What follows belongs to an exercise in optimizing a design on an open flow for small area, a short achievable clock period and few clock cycles per item; a production flow would make more cautious choices. Function was checked by simulation only, so behaviour that the tests miss may differ from the original.

==> job 635: inputs <==
## stream_credit_flow_control
module stream_credit_flow_control
(
  input  logic        clk,
  input  logic        rst,
  input  logic        req_valid,
  output logic        req_ready,
  input  logic [2:0]  req_type,
  input  logic [31:0] req_amount,
  output logic        rsp_valid,
  input  logic        rsp_ready,
  output logic [1:0]  rsp_frame_kind,
  output logic [31:0] rsp_frame_length,
  output logic [2:0]  rsp_status,
  output logic        rsp_last,
  output logic [1:0]  rsp_session_state,
  input  logic        cfg_valid,
  output logic        cfg_ready,
  input  logic [1:0]  cfg_index,
  input  logic [31:0] cfg_data
);
  logic        keep, big, pop;
  logic        q_valid, q_big;
  logic [2:0]  q_type;
  logic [31:0] q_amount;
  scfc_front u_front (
    .req_valid  (req_valid),
    .req_type   (req_type),
    .req_amount (req_amount),
    .keep       (keep),
    .big        (big)
  );
  scfc_queue u_queue (
  ...
==> flow/config.mk <==
export PLATFORM = sky130hd
export DESIGN_NAME = stream_credit_flow_control
export DESIGN_NICKNAME = stream_credit_flow_control
export VERILOG_FILES = /design/flow/design.v
export SDC_FILE = /design/flow/constraint.sdc
export NUM_CORES = 4
export LEC_CHECK = 0
export CAP_MARGIN = 20
export CORE_MARGIN = 2
export CORE_UTILIZATION = 40
export SLEW_MARGIN = 20
==> flow/constraint.sdc <==
create_clock -name core_clock -period 9.0 [get_ports {clk}]
set_input_delay 1.8000 -clock core_clock [delete_from_list [all_inputs] [get_ports {clk}]]
set_output_delay 1.8000 -clock core_clock [all_outputs]
set_load 0.01 [all_outputs]
run.sh (not shown) runs the stock make flow with config.mk's settings and CLKGATE_MAP_FILE= SYNTH_SCRIPT=/design/flow/synth_recipe.tcl, a recipe that flattens the netlist after the stock synthesis.
==> inputs of job 2514, as changes to job 635 <==
--- a/flow/design.v
+++ b/flow/design.v
@@ -20,51 +20,94 @@
   localparam logic [2:0] STAT_BUSY     = 3'd3;
   localparam logic [2:0] STAT_ABORTED  = 3'd4;
   localparam logic [2:0] STAT_TOO_LONG = 3'd5;
   localparam logic [15:0] LIM_RST     = 16'd16384;    
   localparam logic [30:0] HALF_RST    = 31'd131072;   
   localparam logic [31:0] CREDIT_RST  = 32'd262144;
 endpackage
+module scfc_add #(parameter int W = 16)
+(
+  input  logic [W-1:0] a,
+  input  logic [W-1:0] b,
+  input  logic         ci,
+  output logic [W-1:0] s,
+  output logic         co
+);
+  logic [W-1:0] p, g, pp, gg;
+  always_comb begin
+    p  = a ^ b;
+    g  = a & b;
+    pp = p;
+    gg = g;
+    gg[0] = g[0] | (p[0] & ci);
+    for (int l = 0; (1 << l) < W; l++) begin
+      for (int j = (2 << l) - 1; j < W; j += (2 << l)) begin
+        gg[j] = gg[j] | (pp[j] & gg[j - (1 << l)]);
+        pp[j] = pp[j] & pp[j - (1 << l)];
+      end
+    end
+    for (int l = 4; l >= 0; l--) begin
+      if ((2 << l) < W) begin
+        for (int j = 3 * (1 << l) - 1; j < W; j += (2 << l)) begin
+          gg[j] = gg[j] | (pp[j] & gg[j - (1 << l)]);
+          pp[j] = pp[j] & pp[j - (1 << l)];
+        end
+      end
+    end
+    s  = p ^ {gg[W-2:0], ci};
+    co = gg[W-1];
+  end
+endmodule
 module scfc_front
 (
   input  logic        req_valid,
   input  logic [2:0]  req_type,
   input  logic [31:0] req_amount,
   output logic        keep,
+  output logic        req_w,
+  output logic        req_wu,
   output logic        big
 );
   assign keep = req_valid && (req_type != 3'd7);
   assign big  = |req_amount[31:16];
+  assign req_w  = (req_type == 3'd0);
+  assign req_wu = (req_type == 3'd2);
 endmodule
 module scfc_queue
 (
   input  logic        clk,
   input  logic        rst,
   input  logic        keep,
   input  logic        big,
   input  logic [2:0]  req_type,
+  input  logic        req_w,
+  input  logic        req_wu,
   input  logic [31:0] req_amount,
   input  logic        pop,
   output logic        req_ready,
   output logic        q_valid,
   output logic [2:0]  q_type,
+  output logic        q_w,
+  output logic        q_wu,
   output logic        q_big,
   output logic [31:0] q_amount
 );
   assign req_ready = !q_valid || pop;
   always_ff @(posedge clk) begin
     if (rst) begin
       q_valid <= 1'b0;
     end else if (req_ready) begin
       q_valid <= keep;
     end
   end
   always_ff @(posedge clk) begin
     if (req_ready) begin
       q_type   <= req_type;
+      q_w      <= req_w;
+      q_wu     <= req_wu;
       q_big    <= big;
       q_amount <= req_amount;
     end
   end
 endmodule
 module scfc_back
 (
@@ -79,25 +122,28 @@
   output logic [1:0]  rsp_frame_kind,
   output logic [31:0] rsp_frame_length,
   output logic [2:0]  rsp_status,
   output logic        rsp_last,
   output logic [1:0]  rsp_session_state,
   input  logic        q_valid,
   input  logic [2:0]  q_type,
+  input  logic        q_w,
+  input  logic        q_wu,
   input  logic        q_big,
   input  logic [31:0] q_amount,
   output logic        pop
 );
   logic [15:0] lim;
   logic [30:0] half;
   logic [1:0]  mode, mode_n;
   logic [31:0] credit, credit_n;
   logic [15:0] pend, pend_n;
   logic [31:0] unack, unack_n;
   logic        drn, drn_n;
+  logic        fx, fx_n;
   logic        ov;
   logic [1:0]  o_kind, kind_n;
   logic [31:0] o_len, len_n;
   logic [2:0]  o_stat, stat_n;
   logic        o_last, last_n;
   logic        word;
   logic adv;
@@ -106,91 +152,96 @@
   assign adv       = !ov || rsp_ready;
   assign pop       = q_valid && !drn && adv;
   assign pnz       = |pend;
   assign cnz       = |credit;
   logic        sel_p, sel_c;
   logic [15:0] P;
   logic [31:0] C;
-  assign sel_p = !drn && (q_type == scfc_pkg::OP_WRITE);
-  assign sel_c = !drn && (q_type == scfc_pkg::OP_WIN_UPDATE);
+  assign sel_p = !drn && q_w;
+  assign sel_c = !drn && q_wu;
   assign P = pend   | (sel_p ? q_amount[15:0] : 16'd0);
   assign C = credit | (sel_c ? q_amount : 32'd0);
-  logic [16:0] d_pl, d_cp, d_cl;
-  logic [15:0] d_pc, c_hi_dec;
+  logic [15:0] X, d_px, d_cp, d_cl, c_hi_dec;
+  logic        ge_px, ge_cp, ge_cl;
   logic        c_hi, p_lt_l, c_lt;
   logic        data;
   logic [15:0] chunk, P2;
   logic [31:0] C2;
-  assign d_pl     = {1'b0, P} - {1'b0, lim};
-  assign d_cp     = {1'b0, C[15:0]} - {1'b0, P};
-  assign d_cl     = {1'b0, C[15:0]} - {1'b0, lim};
-  assign d_pc     = P - C[15:0];
-  assign c_hi     = |C[31:16];
-  assign c_hi_dec = C[31:16] - 16'd1;
-  assign p_lt_l   = d_pl[16];
-  assign c_lt     = !c_hi && d_cp[16] && d_cl[16];
-  assign data     = (|P) && (|C);
+  assign X = fx ? o_len[15:0] : lim;
+  scfc_add #(16) u_px (.a(P),        .b(~X),    .ci(1'b1), .s(d_px),     .co(ge_px));
+  scfc_add #(16) u_cp (.a(C[15:0]),  .b(~P),    .ci(1'b1), .s(d_cp),     .co(ge_cp));
+  scfc_add #(16) u_cl (.a(C[15:0]),  .b(~lim),  .ci(1'b1), .s(d_cl),     .co(ge_cl));
+  scfc_add #(16) u_cd (.a(C[31:16]), .b(16'hFFFF), .ci(1'b0), .s(c_hi_dec), .co());
+  assign c_hi   = |C[31:16];
+  assign p_lt_l = !ge_px;
+  assign c_lt   = !c_hi && !ge_cp && !ge_cl;
+  assign data   = (|P) && (|C);
   always_comb begin
     if (c_lt) begin
       chunk = C[15:0];
-      P2    = d_pc;
       C2    = 32'd0;
     end else if (p_lt_l) begin
       chunk = P;
-      P2    = 16'd0;
-      C2    = {d_cp[16] ? c_hi_dec : C[31:16], d_cp[15:0]};
+      C2    = {ge_cp ? C[31:16] : c_hi_dec, d_cp};
     end else begin
       chunk = lim;
-      P2    = d_pl[15:0];
-      C2    = {d_cl[16] ? c_hi_dec : C[31:16], d_cl[15:0]};
+      C2    = {ge_cl ? C[31:16] : c_hi_dec, d_cl};
+    end
+    if (fx) begin
+      P2 = d_px;
+    end else if (c_lt) begin
+      P2 = P;
+    end else if (p_lt_l) begin
+      P2 = 16'd0;
+    end else begin
+      P2 = d_px;
     end
   end
-  logic [32:0] s_u;
-  logic [31:0] s_u_sat;
+  logic [31:0] s_in, s_sum, s_sat;
+  logic        s_co;
+  assign s_in  = q_wu ? credit : unack;
+  scfc_add #(32) u_sum (.a(s_in), .b(q_amount), .ci(1'b0), .s(s_sum), .co(s_co));
+  assign s_sat = s_co ? 32'hFFFF_FFFF : s_sum;
   logic [33:0] cx, cy, cz, cs, cc, ct;
   logic        ge;
-  assign s_u     = {1'b0, unack} + {1'b0, q_amount};
-  assign s_u_sat = s_u[32] ? 32'hFFFF_FFFF : s_u[31:0];
-  assign cx      = {2'b00, unack};
-  assign cy      = {2'b00, q_amount};
-  assign cz      = {3'b111, ~half};
-  assign cs      = cx ^ cy ^ cz;
-  assign cc      = {(cx[32:0] & cy[32:0]) | (cx[32:0] & cz[32:0]) | (cy[32:0] & cz[32:0]), 1'b1};
-  assign ct      = cs + cc;
-  assign ge      = !ct[33];
-  logic [32:0] s_c;
-  logic [31:0] s_c_sat;
-  assign s_c     = {1'b0, credit} + {1'b0, q_amount};
-  assign s_c_sat = s_c[32] ? 32'hFFFF_FFFF : s_c[31:0];
+  assign cx = {2'b00, unack};
+  assign cy = {2'b00, q_amount};
+  assign cz = {3'b111, ~half};
+  assign cs = cx ^ cy ^ cz;
+  assign cc = {(cx[32:0] & cy[32:0]) | (cx[32:0] & cz[32:0]) | (cy[32:0] & cz[32:0]), 1'b1};
+  scfc_add #(34) u_ge (.a(cs), .b(cc), .ci(1'b0), .s(ct), .co());
+  assign ge = !ct[33];
   always_comb begin
     mode_n   = mode;
     credit_n = credit;
     pend_n   = pend;
     unack_n  = unack;
     drn_n    = drn;
+    fx_n     = 1'b0;
     word     = 1'b0;
     kind_n   = scfc_pkg::KIND_STATUS;
     len_n    = 32'd0;
     stat_n   = scfc_pkg::STAT_OK;
     last_n   = 1'b1;
     if (drn) begin
       word     = 1'b1;
       pend_n   = P2;
       credit_n = C2;
       if (data) begin
         kind_n = scfc_pkg::KIND_DATA;
         len_n  = {16'd0, chunk};
         last_n = 1'b0;
+        fx_n   = c_lt;
       end else begin
         stat_n = pnz ? scfc_pkg::STAT_WAIT : scfc_pkg::STAT_OK;
         drn_n  = 1'b0;
       end
     end else if (q_valid) begin
       word = 1'b1;
-      case (q_type)
+      unique case (q_type)
         scfc_pkg::OP_WRITE: begin
           if (mode[0]) begin
             stat_n = scfc_pkg::STAT_CLOSED;
           end else if (pnz) begin
             stat_n = scfc_pkg::STAT_BUSY;
           end else if (q_big) begin
             stat_n = scfc_pkg::STAT_TOO_LONG;
@@ -198,42 +249,44 @@
             pend_n   = P2;
             credit_n = C2;
             if (data) begin
               kind_n = scfc_pkg::KIND_DATA;
               len_n  = {16'd0, chunk};
               last_n = 1'b0;
               drn_n  = 1'b1;
+              fx_n   = c_lt;
             end else begin
               stat_n = (|P) ? scfc_pkg::STAT_WAIT : scfc_pkg::STAT_OK;
             end
           end
         end
         scfc_pkg::OP_CONSUME: begin
           if (ge) begin
             kind_n  = scfc_pkg::KIND_WIN_UPDATE;
-            len_n   = s_u_sat;
+            len_n   = s_sat;
             unack_n = 32'd0;
           end else begin
-            unack_n = s_u[31:0];
+            unack_n = s_sum;
           end
         end
         scfc_pkg::OP_WIN_UPDATE: begin
           if (pnz && !cnz) begin
             pend_n   = P2;
             credit_n = C2;
             if (data) begin
               kind_n = scfc_pkg::KIND_DATA;
               len_n  = {16'd0, chunk};
               last_n = 1'b0;
               drn_n  = 1'b1;
+              fx_n   = c_lt;
             end else begin
               stat_n = scfc_pkg::STAT_WAIT;
             end
           end else begin
-            credit_n = s_c_sat;
+            credit_n = s_sat;
             if (pnz) begin
               word  = 1'b0;
               drn_n = 1'b1;
             end
           end
         end
         scfc_pkg::OP_SHUTDOWN: begin
@@ -275,20 +328,22 @@
   end
   always_ff @(posedge clk) begin
     if (rst) begin
       mode  <= scfc_pkg::MODE_OPEN;
       pend  <= 16'd0;
       unack <= 32'd0;
       drn   <= 1'b0;
+      fx    <= 1'b0;
       ov    <= 1'b0;
     end else if (adv) begin
       mode  <= mode_n;
       pend  <= pend_n;
       unack <= unack_n;
       drn   <= drn_n;
+      fx    <= fx_n;
       ov    <= word;
     end
   end
   always_ff @(posedge clk) begin
     if (adv) begin
       o_kind <= kind_n;
       o_len  <= len_n;
@@ -341,33 +396,40 @@
   output logic        cfg_ready,
   input  logic [1:0]  cfg_index,
   input  logic [31:0] cfg_data
 );
   logic        keep, big, pop;
   logic        q_valid, q_big;
   logic [2:0]  q_type;
+  logic        req_w, req_wu, q_w, q_wu;
   logic [31:0] q_amount;
   scfc_front u_front (
     .req_valid  (req_valid),
     .req_type   (req_type),
     .req_amount (req_amount),
     .keep       (keep),
+    .req_w      (req_w),
+    .req_wu     (req_wu),
     .big        (big)
   );
   scfc_queue u_queue (
     .clk        (clk),
     .rst        (rst),
     .keep       (keep),
     .big        (big),
     .req_type   (req_type),
+    .req_w      (req_w),
+    .req_wu     (req_wu),
     .req_amount (req_amount),
     .pop        (pop),
     .req_ready  (req_ready),
     .q_valid    (q_valid),
     .q_type     (q_type),
+    .q_w        (q_w),
+    .q_wu       (q_wu),
     .q_big      (q_big),
     .q_amount   (q_amount)
   );
   scfc_back u_back (
     .clk               (clk),
     .rst               (rst),
     .cfg_valid         (cfg_valid),
@@ -379,12 +441,14 @@
     .rsp_frame_kind    (rsp_frame_kind),
     .rsp_frame_length  (rsp_frame_length),
     .rsp_status        (rsp_status),
     .rsp_last          (rsp_last),
     .rsp_session_state (rsp_session_state),
     .q_valid           (q_valid),
     .q_type            (q_type),
+    .q_w               (q_w),
+    .q_wu              (q_wu),
     .q_big             (q_big),
     .q_amount          (q_amount),
     .pop               (pop)
   );
 endmodule
SETUP_SLACK_MARGIN = 4.5   (was not set)
==> results.txt <==
Die H: 213 um
Yosys warnings: 2
Worst Hold End: u_back.half[22]
Clk tree area frac: 4.37%
Invs w/o clock: 204
Status: complete, no violations
XOR/XNOR Fraction of Synth Area: 5.19%
Count of non-filler cells in the finished layout: 2868
-- figures above: job 635

==> results.txt <==
Status: complete, no violations
Area contributors post-synth: dfxtp_1, edfxtp_1, ha_1
Top-count cell post-synth: nand2_1
Commonest cells after routing, fill and taps aside: nand2_1, inv_1, a21oi_1
XOR/XNOR Fraction of Synth Area: 2.38%
Die H: 200 um
Tmin final: 4400 ps
Crit path largest cell delay: 260 ps
Routed Antenna Nets: 0
Count of non-filler cells in the finished layout: 2419
Placeable Area: 37800 um2
Worst Hold End: u_back.unack[29]
Slew HR: 31.3%
-- figures above: job 2514

Testbench counts of job 635, summed over its fixed seeds: cycles 7,795, items 3,200.
Testbench counts of job 2514, summed over its fixed seeds: cycles 7,795, items 3,200.

## what the ideal ports hide
The flow's constraints put no driver on any port. The routed layouts listed below were extracted and timed again, unchanged, in two steps. Step 1 sets driving cells, clkbuf_16 on the clock port and buf_2 on the other inputs (assumed; they add their load-dependent delay and slew). Step 2, shift: input delay + t, output delay - t, t = (earliest + latest rising clock arrival at the registers) / 2. This alone moves slack from input paths to output paths. Three values: ideal ports, drivers, drivers and shift; two values: the first two.
run | t (ns) | slack for setup (ns) | worst setup path at the end | clock arrival spread, ns | worst data-port slew with drivers (ns)
job 635 | 0.619 | 3.474 / 3.474 / 3.474 | register to register | 0.046 / 0.045 | 0.04
job 2514 | 0.619 | 4.596 / 4.569 / 4.025 | input to register | 0.033 / 0.033 | 0.06
After both steps setup and hold are still met in every run listed. For job 2514, which loses most, drivers alone change the setup slack by -0.027 ns; drivers and shift together by -0.571 ns.
